This is an optimization exercise on Yosys and OpenROAD, whose aim is small area, a short achievable clock period and few clock cycles, not a production implementation. Function was checked by simulation only, so behaviour that the tests miss may differ from the original.

job 2074:
## cosinos_core
module cosinos_core (
  input  logic            clk,
  input  logic            rst,
  input  logic            start,
  input  logic [cosinos_pkg::X_W-1:0]  x,
  input  logic [cosinos_pkg::Y_W-1:0]  y,
  output logic [1:0]      intpart,
  output logic [7:0]      fracpart,
  output logic            done
);
Size: roughly 2400 cells after synthesis, about 120 flip-flops, ~32 I/O pins, about 22000 sq um of cells after synthesis.
==> flow/config.mk <==
export PLATFORM = sky130hd
export DESIGN_NAME = cosinos_core
export DESIGN_NICKNAME = cosinos_core
export VERILOG_FILES = /design/flow/design.v
export SDC_FILE = /design/flow/constraint.sdc
export NUM_CORES = 4
export LEC_CHECK = 0
export CAP_MARGIN = 20
export CORE_MARGIN = 2
export CORE_UTILIZATION = 40
export SETUP_SLACK_MARGIN = 5
export SLEW_MARGIN = 20
export SYNTH_HIERARCHICAL = 1
==> flow/constraint.sdc <==
create_clock -name core_clock -period 11.0 [get_ports {clk}]
set_input_delay 2.2000 -clock core_clock [delete_from_list [all_inputs] [get_ports {clk}]]
set_output_delay 2.2000 -clock core_clock [all_outputs]
set_load 0.01 [all_outputs]
run.sh (not shown) runs the stock make flow with config.mk's settings and CLKGATE_MAP_FILE= SYNTH_SCRIPT=/design/flow/synth_recipe.tcl, a recipe that flattens the netlist after the stock synthesis.
In summary, job 2074 completed successfully, with a layout that passed the timing, DRC and antenna checks.
Testbench counts of job 2074, summed over its fixed seeds: cycles 14,628.
Here is what was changed in the inputs of job 6511 compared with job 2074.
--- a/flow/design.v
+++ b/flow/design.v
@@ -17,37 +17,38 @@
   output logic        stop_m,   
   output logic        pstop,    
   output logic        pzero,    
   output logic [9:0]  res       
 );
   logic signed [23:0] m;
   logic [17:0]        sum;
   logic [17:0]        diff;
   logic [7:0]         y_r;
   logic [19:0]        x2_r;
   logic [10:0]        sel_one, sel_two, sel_neg;
   logic               en_r;
-  logic signed [11:0] ylog_r;
+  logic [6:0]         my_r;      
+  logic [8:0]         xw_r;      
   logic               pst_r;
   logic [19:0]        x2_in, sq_s, sq_c;
   logic [10:0]        xi_one, xi_two, xi_neg;    
   logic [10:0]        xr_one, xr_two, xr_neg;    
   logic [22:0]        bi, br;
-  logic signed [11:0] thr;
+  logic signed [11:0] thr, thrw;
   logic [10:0]        r_one, r_two, r_neg;
   logic [39:0]        a_s, a_c, a_sum;
   logic [8:0]         mlog, xlog, ylog;
   logic [23:0]        mabs, magm;
   logic [7:0]         ym1, pmax;
-  logic signed [11:0] kb;
+  logic signed [11:0] kb, kw;
   logic               pst_in, pst0;
   always_comb begin
     case (n)
       3'd1: begin r_one = 11'b00001111111; r_two = 11'b00000000000; r_neg = 11'b00000000000; end
       3'd2: begin r_one = 11'b00001010101; r_two = 11'b00000101010; r_neg = 11'b00000101010; end
       3'd3: begin r_one = 11'b00000110110; r_two = 11'b00000001001; r_neg = 11'b00000001001; end
       3'd4: begin r_one = 11'b00000111000; r_two = 11'b00000000110; r_neg = 11'b00000011010; end
       3'd5: begin r_one = 11'b00000000100; r_two = 11'b00000010000; r_neg = 11'b00000000100; end
       3'd6: begin r_one = 11'b00000010100; r_two = 11'b00000001010; r_neg = 11'b00000000110; end
       3'd7: begin r_one = 11'b00000010101; r_two = 11'b00000000000; r_neg = 11'b00000000000; end
       default: begin r_one = 11'b0; r_two = 11'b0; r_neg = 11'b0; end
     endcase
@@ -1557,49 +1558,52 @@
       3'd6: pmax = 8'd182;
       3'd7: pmax = 8'd240;
       default: pmax = 8'd0;
     endcase
   end
   assign pzero = (m[23:8] == 16'd0) & (m[7:0] <= pmax);
   assign mabs = m ^ {24{m[23]}};
   cosinos_log2 #(.W(24)) u_lm (.v(mabs), .l(mlog));
   cosinos_log2 #(.W(10)) u_lx (.v(x),    .l(xlog));
   cosinos_log2 #(.W(8))  u_ly (.v(y),    .l(ylog));
   always_comb begin
     case (n)
-      3'd1: kb = -12'sd513;
-      3'd2: kb = -12'sd549;
-      3'd3: kb = -12'sd574;
-      3'd4: kb = -12'sd594;
-      3'd5: kb = -12'sd610;
-      3'd6: kb = -12'sd624;
-      default: kb = 12'sd0;
+      3'd1: begin kb = -12'sd513; kw = -12'sd307; end
+      3'd2: begin kb = -12'sd549; kw = -12'sd328; end
+      3'd3: begin kb = -12'sd574; kw = -12'sd342; end
+      3'd4: begin kb = -12'sd594; kw = -12'sd353; end
+      3'd5: begin kb = -12'sd610; kw = -12'sd362; end
+      3'd6: begin kb = -12'sd624; kw = -12'sd370; end
+      default: begin kb = 12'sd0; kw = 12'sd0; end
     endcase
   end
-  assign thr    = ylog_r - kb;
-  assign pst_in = en_r & (n != 3'd7) & (n != 3'd0) & ($signed({3'd0, mlog}) < thr);
+  assign thr    = $signed({5'd0, my_r}) - $signed({3'd0, xw_r}) - kb;
+  assign thrw   = 12'sd368 - $signed({3'd0, xw_r}) - kw;
+  assign pst_in = en_r & (n != 3'd7) & (n != 3'd0)
+                & ($signed({3'd0, mlog}) < thr) & ($signed({3'd0, mlog}) < thrw);
   assign pst0   = ($signed({1'b0, xlog, 2'b0}) + 12'sd4 - 12'sd451 < $signed({3'd0, ylog}));
   assign pstop  = pst_r;
   assign diff = sum - m[17:0];
   assign res  = add ? diff[17:8] : sum[17:8];
   always_ff @(posedge clk) begin
     if (start) begin
-      en_r   <= (y != 8'd0) & (x != 10'd0) & (x < 10'd977);
-      ylog_r <= $signed({3'd0, ylog}) - $signed({2'd0, xlog, 1'b0}) - 12'sd2;
+      en_r   <= (y != 8'd0);
+      my_r   <= ylog[6:0];
+      xw_r   <= {xlog[7:0], 1'b0} + 9'd2;
       y_r    <= y;
       x2_r   <= x2_in;
     end
   end
   always_ff @(posedge clk) begin
-    if (start)    pst_r <= pst0 & (y != 8'd0) & (x != 10'd0) & (x < 10'd977);
+    if (start)    pst_r <= pst0 & (y != 8'd0);
     else if (!pha) pst_r <= pst_in;
   end
   always_ff @(posedge clk) begin
     if (start) m <= {5'd0, x2_in[19:1]};
     else       m <= a_sum[39:16];
   end
   always_ff @(posedge clk) begin
     if (start)    sum <= 18'h10000;
     else if (add) sum <= diff;
   end
 endmodule
 module cosinos_log2 #(
[summary]
- Die size: job 6511 exceeds job 2074
- Per the comparison of job 6511 with job 2074, count of buffers not belonging to the clock network in the layout went up by about 50%, normalized max-slew margin saw a decrease, width of the die has increased, transition time at the pin with the least slew margin +110 ps.
- Job 2074 ended up with clkdlybuf4s50_1 as its slowest library cell on the worst path; job 6511 ended up with fa_1.
Testbench counts of job 6511, summed over its fixed seeds: cycles 14,374.

JK:
cosinos_core, a different RTL version from the one above (not shown whole).
Size in the first run: about 2500 cells after synthesis, ~120 flip-flops, roughly 32 I/O pins, ~23000 um2 of cells after synthesis.
Settings: LEC_CHECK=0, CAP_MARGIN=20, CORE_MARGIN=2, CORE_UTILIZATION=40, SETUP_SLACK_MARGIN=5, SLEW_MARGIN=20, SYNTH_HIERARCHICAL=1; clock period 11.0 ns.
Testbench counts of JK, summed over its fixed seeds: cycles 14,374.
Changes in MS relative to JK:
diff --git a/flow/design.v b/flow/design.v
--- a/flow/design.v
+++ b/flow/design.v
@@ -17,38 +17,37 @@
   output logic        stop_m,   
   output logic        pstop,    
   output logic        pzero,    
   output logic [9:0]  res       
 );
   logic signed [23:0] m;
   logic [17:0]        sum;
   logic [17:0]        diff;
   logic [7:0]         y_r;
   logic [19:0]        x2_r;
   logic [10:0]        sel_one, sel_two, sel_neg;
   logic               en_r;
-  logic [6:0]         my_r;      
-  logic [8:0]         xw_r;      
+  logic signed [11:0] ylog_r;
   logic               pst_r;
   logic [19:0]        x2_in, sq_s, sq_c;
   logic [10:0]        xi_one, xi_two, xi_neg;    
   logic [10:0]        xr_one, xr_two, xr_neg;    
   logic [22:0]        bi, br;
-  logic signed [11:0] thr, thrw;
+  logic signed [11:0] thr;
   logic [10:0]        r_one, r_two, r_neg;
   logic [23:0]        mq;
   logic [8:0]         mlog, xlog, ylog;
   logic [23:0]        mabs, magm;
   logic [7:0]         ym1, pmax;
-  logic signed [11:0] kb, kw;
+  logic signed [11:0] kb;
   logic               pst_in, pst0;
   always_comb begin
     case (n)
       3'd1: begin r_one = 11'b00001111111; r_two = 11'b00000000000; r_neg = 11'b00000000000; end
       3'd2: begin r_one = 11'b00001010101; r_two = 11'b00000101010; r_neg = 11'b00000101010; end
       3'd3: begin r_one = 11'b00000110110; r_two = 11'b00000001001; r_neg = 11'b00000001001; end
       3'd4: begin r_one = 11'b00000111000; r_two = 11'b00000000110; r_neg = 11'b00000011010; end
       3'd5: begin r_one = 11'b00000000100; r_two = 11'b00000010000; r_neg = 11'b00000000100; end
       3'd6: begin r_one = 11'b00000010100; r_two = 11'b00000001010; r_neg = 11'b00000000110; end
       3'd7: begin r_one = 11'b00000010101; r_two = 11'b00000000000; r_neg = 11'b00000000000; end
       default: begin r_one = 11'b0; r_two = 11'b0; r_neg = 11'b0; end
     endcase
@@ -273,52 +272,49 @@
       3'd6: pmax = 8'd182;
       3'd7: pmax = 8'd240;
       default: pmax = 8'd0;
     endcase
   end
   assign pzero = (m[23:8] == 16'd0) & (m[7:0] <= pmax);
   assign mabs = m ^ {24{m[23]}};
   cosinos_log2 #(.W(24)) u_lm (.v(mabs), .l(mlog));
   cosinos_log2 #(.W(10)) u_lx (.v(x),    .l(xlog));
   cosinos_log2 #(.W(8))  u_ly (.v(y),    .l(ylog));
   always_comb begin
     case (n)
-      3'd1: begin kb = -12'sd513; kw = -12'sd307; end
-      3'd2: begin kb = -12'sd549; kw = -12'sd328; end
-      3'd3: begin kb = -12'sd574; kw = -12'sd342; end
-      3'd4: begin kb = -12'sd594; kw = -12'sd353; end
-      3'd5: begin kb = -12'sd610; kw = -12'sd362; end
-      3'd6: begin kb = -12'sd624; kw = -12'sd370; end
-      default: begin kb = 12'sd0; kw = 12'sd0; end
+      3'd1: kb = -12'sd513;
+      3'd2: kb = -12'sd549;
+      3'd3: kb = -12'sd574;
+      3'd4: kb = -12'sd594;
+      3'd5: kb = -12'sd610;
+      3'd6: kb = -12'sd624;
+      default: kb = 12'sd0;
     endcase
   end
-  assign thr    = $signed({5'd0, my_r}) - $signed({3'd0, xw_r}) - kb;
-  assign thrw   = 12'sd368 - $signed({3'd0, xw_r}) - kw;
-  assign pst_in = en_r & (n != 3'd7) & (n != 3'd0)
-                & ($signed({3'd0, mlog}) < thr) & ($signed({3'd0, mlog}) < thrw);
+  assign thr    = ylog_r - kb;
+  assign pst_in = en_r & (n != 3'd7) & (n != 3'd0) & ($signed({3'd0, mlog}) < thr);
   assign pst0   = ($signed({1'b0, xlog, 2'b0}) + 12'sd4 - 12'sd451 < $signed({3'd0, ylog}));
   assign pstop  = pst_r;
   assign diff = sum - m[17:0];
   assign res  = add ? diff[17:8] : sum[17:8];
   always_ff @(posedge clk) begin
     if (start) begin
-      en_r   <= (y != 8'd0);
-      my_r   <= ylog[6:0];
-      xw_r   <= {xlog[7:0], 1'b0} + 9'd2;
+      en_r   <= (y != 8'd0) & (x != 10'd0) & (x < 10'd977);
+      ylog_r <= $signed({3'd0, ylog}) - $signed({2'd0, xlog, 1'b0}) - 12'sd2;
       y_r    <= y;
       x2_r   <= x2_in;
     end
   end
   always_ff @(posedge clk) begin
-    if (start)    pst_r <= pst0 & (y != 8'd0);
+    if (start)    pst_r <= pst0 & (y != 8'd0) & (x != 10'd0) & (x < 10'd977);
     else if (!pha) pst_r <= pst_in;
   end
   always_ff @(posedge clk) begin
     if (start) m <= {5'd0, x2_in[19:1]};
     else       m <= mq;
   end
   always_ff @(posedge clk) begin
     if (start)    sum <= 18'h10000;
     else if (add) sum <= diff;
   end
 endmodule
 module cosinos_log2 #(
## What came out
Of MS and JK, JK shows the lower cell area, with MS above it.
NOTE: vertical extent of the die in MS falls short of that of JK
Across both runs, area after synthesis was lower for MS than for JK.
MS ended up with more standard cells than JK.
JK → MS: buffer share of cell area went up by 1.0 points; total met2 wirelength after detailed routing went down by 4.1%; minimum clock period after layout went up by 0.058 ns.
Between MS and JK, it is MS whose global-route usage is lower, by 0.70 points.
In the tables for MS and JK, total length of routed wires reads higher with JK.
Going from JK to MS, post-route fraction of the period consumed by the critical path went up; number of different library cells in the post-synthesis netlist went up.
Testbench counts of MS, summed over its fixed seeds: cycles 14,628.

Setup of run A:
cosinos_core, a different RTL version from the one above (not shown whole).
For scale: about 2600 cells after synthesis, ~120 flip-flops.
clock: 11.0 ns
lec_check: 0
cap_margin: 20
core_margin: 2
core_utilization: 40
setup_slack_margin: 5
slew_margin: 20
synth_hierarchical: 1
Testbench counts of run A, summed over its fixed seeds: cycles 14,374.
The following lists how run E was set up differently from run A:
--- a/flow/design.v
+++ b/flow/design.v
@@ -23,27 +23,26 @@
   logic [17:0]        sum;
   logic [17:0]        diff;
   logic [7:0]         y_r;
   logic [19:0]        x2_r;
   logic [10:0]        sel_one, sel_two, sel_neg;
   logic               en_r;
-  logic [6:0]         my_r;      
-  logic [8:0]         xw_r;      
+  logic signed [11:0] ylog_r;
   logic               pst_r;
   logic [19:0]        x2_in, sq_s, sq_c;
   logic [10:0]        xi_one, xi_two, xi_neg;    
   logic [10:0]        xr_one, xr_two, xr_neg;    
   logic [22:0]        bi, br;
-  logic signed [11:0] thr, thrw;
+  logic signed [11:0] thr;
   logic [10:0]        r_one, r_two, r_neg;
   logic [39:0]        a_s, a_c;
   logic [23:0]        a_sum;
   logic [8:0]         mlog, xlog, ylog;
   logic [23:0]        mabs, magm;
   logic [7:0]         ym1, pmax;
-  logic signed [11:0] kb, kw;
+  logic signed [11:0] kb;
   logic               pst_in, pst0;
   always_comb begin
     case (n)
       3'd1: begin r_one = 11'b00001111111; r_two = 11'b00000000000; r_neg = 11'b00000000000; end
       3'd2: begin r_one = 11'b00001010101; r_two = 11'b00000101010; r_neg = 11'b00000101010; end
       3'd3: begin r_one = 11'b00000110110; r_two = 11'b00000001001; r_neg = 11'b00000001001; end
@@ -1565,40 +1564,37 @@
   assign mabs = m ^ {24{m[23]}};
   cosinos_log2 #(.W(24)) u_lm (.v(mabs), .l(mlog));
   cosinos_log2 #(.W(10)) u_lx (.v(x),    .l(xlog));
   cosinos_log2 #(.W(8))  u_ly (.v(y),    .l(ylog));
   always_comb begin
     case (n)
-      3'd1: begin kb = -12'sd513; kw = -12'sd307; end
-      3'd2: begin kb = -12'sd549; kw = -12'sd328; end
-      3'd3: begin kb = -12'sd574; kw = -12'sd342; end
-      3'd4: begin kb = -12'sd594; kw = -12'sd353; end
-      3'd5: begin kb = -12'sd610; kw = -12'sd362; end
-      3'd6: begin kb = -12'sd624; kw = -12'sd370; end
-      default: begin kb = 12'sd0; kw = 12'sd0; end
+      3'd1: kb = -12'sd513;
+      3'd2: kb = -12'sd549;
+      3'd3: kb = -12'sd574;
+      3'd4: kb = -12'sd594;
+      3'd5: kb = -12'sd610;
+      3'd6: kb = -12'sd624;
+      default: kb = 12'sd0;
     endcase
   end
-  assign thr    = $signed({5'd0, my_r}) - $signed({3'd0, xw_r}) - kb;
-  assign thrw   = 12'sd368 - $signed({3'd0, xw_r}) - kw;
-  assign pst_in = en_r & (n != 3'd7) & (n != 3'd0)
-                & ($signed({3'd0, mlog}) < thr) & ($signed({3'd0, mlog}) < thrw);
+  assign thr    = ylog_r - kb;
+  assign pst_in = en_r & (n != 3'd7) & (n != 3'd0) & ($signed({3'd0, mlog}) < thr);
   assign pst0   = ($signed({1'b0, xlog, 2'b0}) + 12'sd4 - 12'sd451 < $signed({3'd0, ylog}));
   assign pstop  = pst_r;
   assign diff = sum - m[17:0];
   assign res  = add ? diff[17:8] : sum[17:8];
   always_ff @(posedge clk) begin
     if (start) begin
-      en_r   <= (y != 8'd0);
-      my_r   <= ylog[6:0];
-      xw_r   <= {xlog[7:0], 1'b0} + 9'd2;
+      en_r   <= (y != 8'd0) & (x != 10'd0) & (x < 10'd977);
+      ylog_r <= $signed({3'd0, ylog}) - $signed({2'd0, xlog, 1'b0}) - 12'sd2;
       y_r    <= y;
       x2_r   <= x2_in;
     end
   end
   always_ff @(posedge clk) begin
-    if (start)    pst_r <= pst0 & (y != 8'd0);
+    if (start)    pst_r <= pst0 & (y != 8'd0) & (x != 10'd0) & (x < 10'd977);
     else if (!pha) pst_r <= pst_in;
   end
   always_ff @(posedge clk) begin
     if (start) m <= {5'd0, x2_in[19:1]};
     else       m <= a_sum;
   end
### Flow results
DRC marker count from the first detailed-route iteration, run E and run A: lower on run E
Side by side, sequential share of cell area turned out lower in run E than in run A.
Die outline width essentially unchanged between run E and run A.
Against run A, run E comes in 0.36% lower on mapped cell area.
Going from run A to run E, wire length after detailed routing now larger; synthesized-area fraction occupied by ao, oa, aoi and oai cells went up; utilization roughly the same.
Comparing run E and run A, the lower area added between synthesis and finish is on run A.
For design area, run A and run E come out practically identical.
The share of the cycle needed by the critical path after routing on run E is in line with that on run A.
Testbench counts of run E, summed over its fixed seeds: cycles 14,628.

-- separate check: timing with driven ports --
No port has a modelled driver above. Below, the same layouts with a new extraction and two added sets of constraints.
Step 1, drivers: a clkbuf_16 drives clk and a buf_2 each remaining input, both assumed.
Step 2 also shifts input and output timing later by t, the mid clock arrival at the registers, as if the neighbouring blocks saw the same clock.
Three values: ideal, step 1, step 2; two values: the first two.
run	t (ns)	setup WS [ns]	hold slack, ns
job 2074	0.478	5.107 / 5.080 / 4.650	0.463 / 0.463 / 0.463
job 6511	0.475	4.973 / 4.973 / 4.767	0.461 / 0.461 / 0.461
JK	0.479	5.092 / 5.042 / 4.768	0.460 / 0.460 / 0.460
MS	0.474	5.034 / 5.034 / 4.667	0.465 / 0.465 / 0.465
run A	0.480	5.079 / 5.079 / 4.733	0.465 / 0.465 / 0.465
run E	0.473	5.082 / 5.082 / 4.637	0.470 / 0.470 / 0.470
After both steps setup and hold are still met in every run listed. The setup slack of job 2074, which loses most, moves by -0.027 ns with the drivers and by -0.457 ns with both steps.
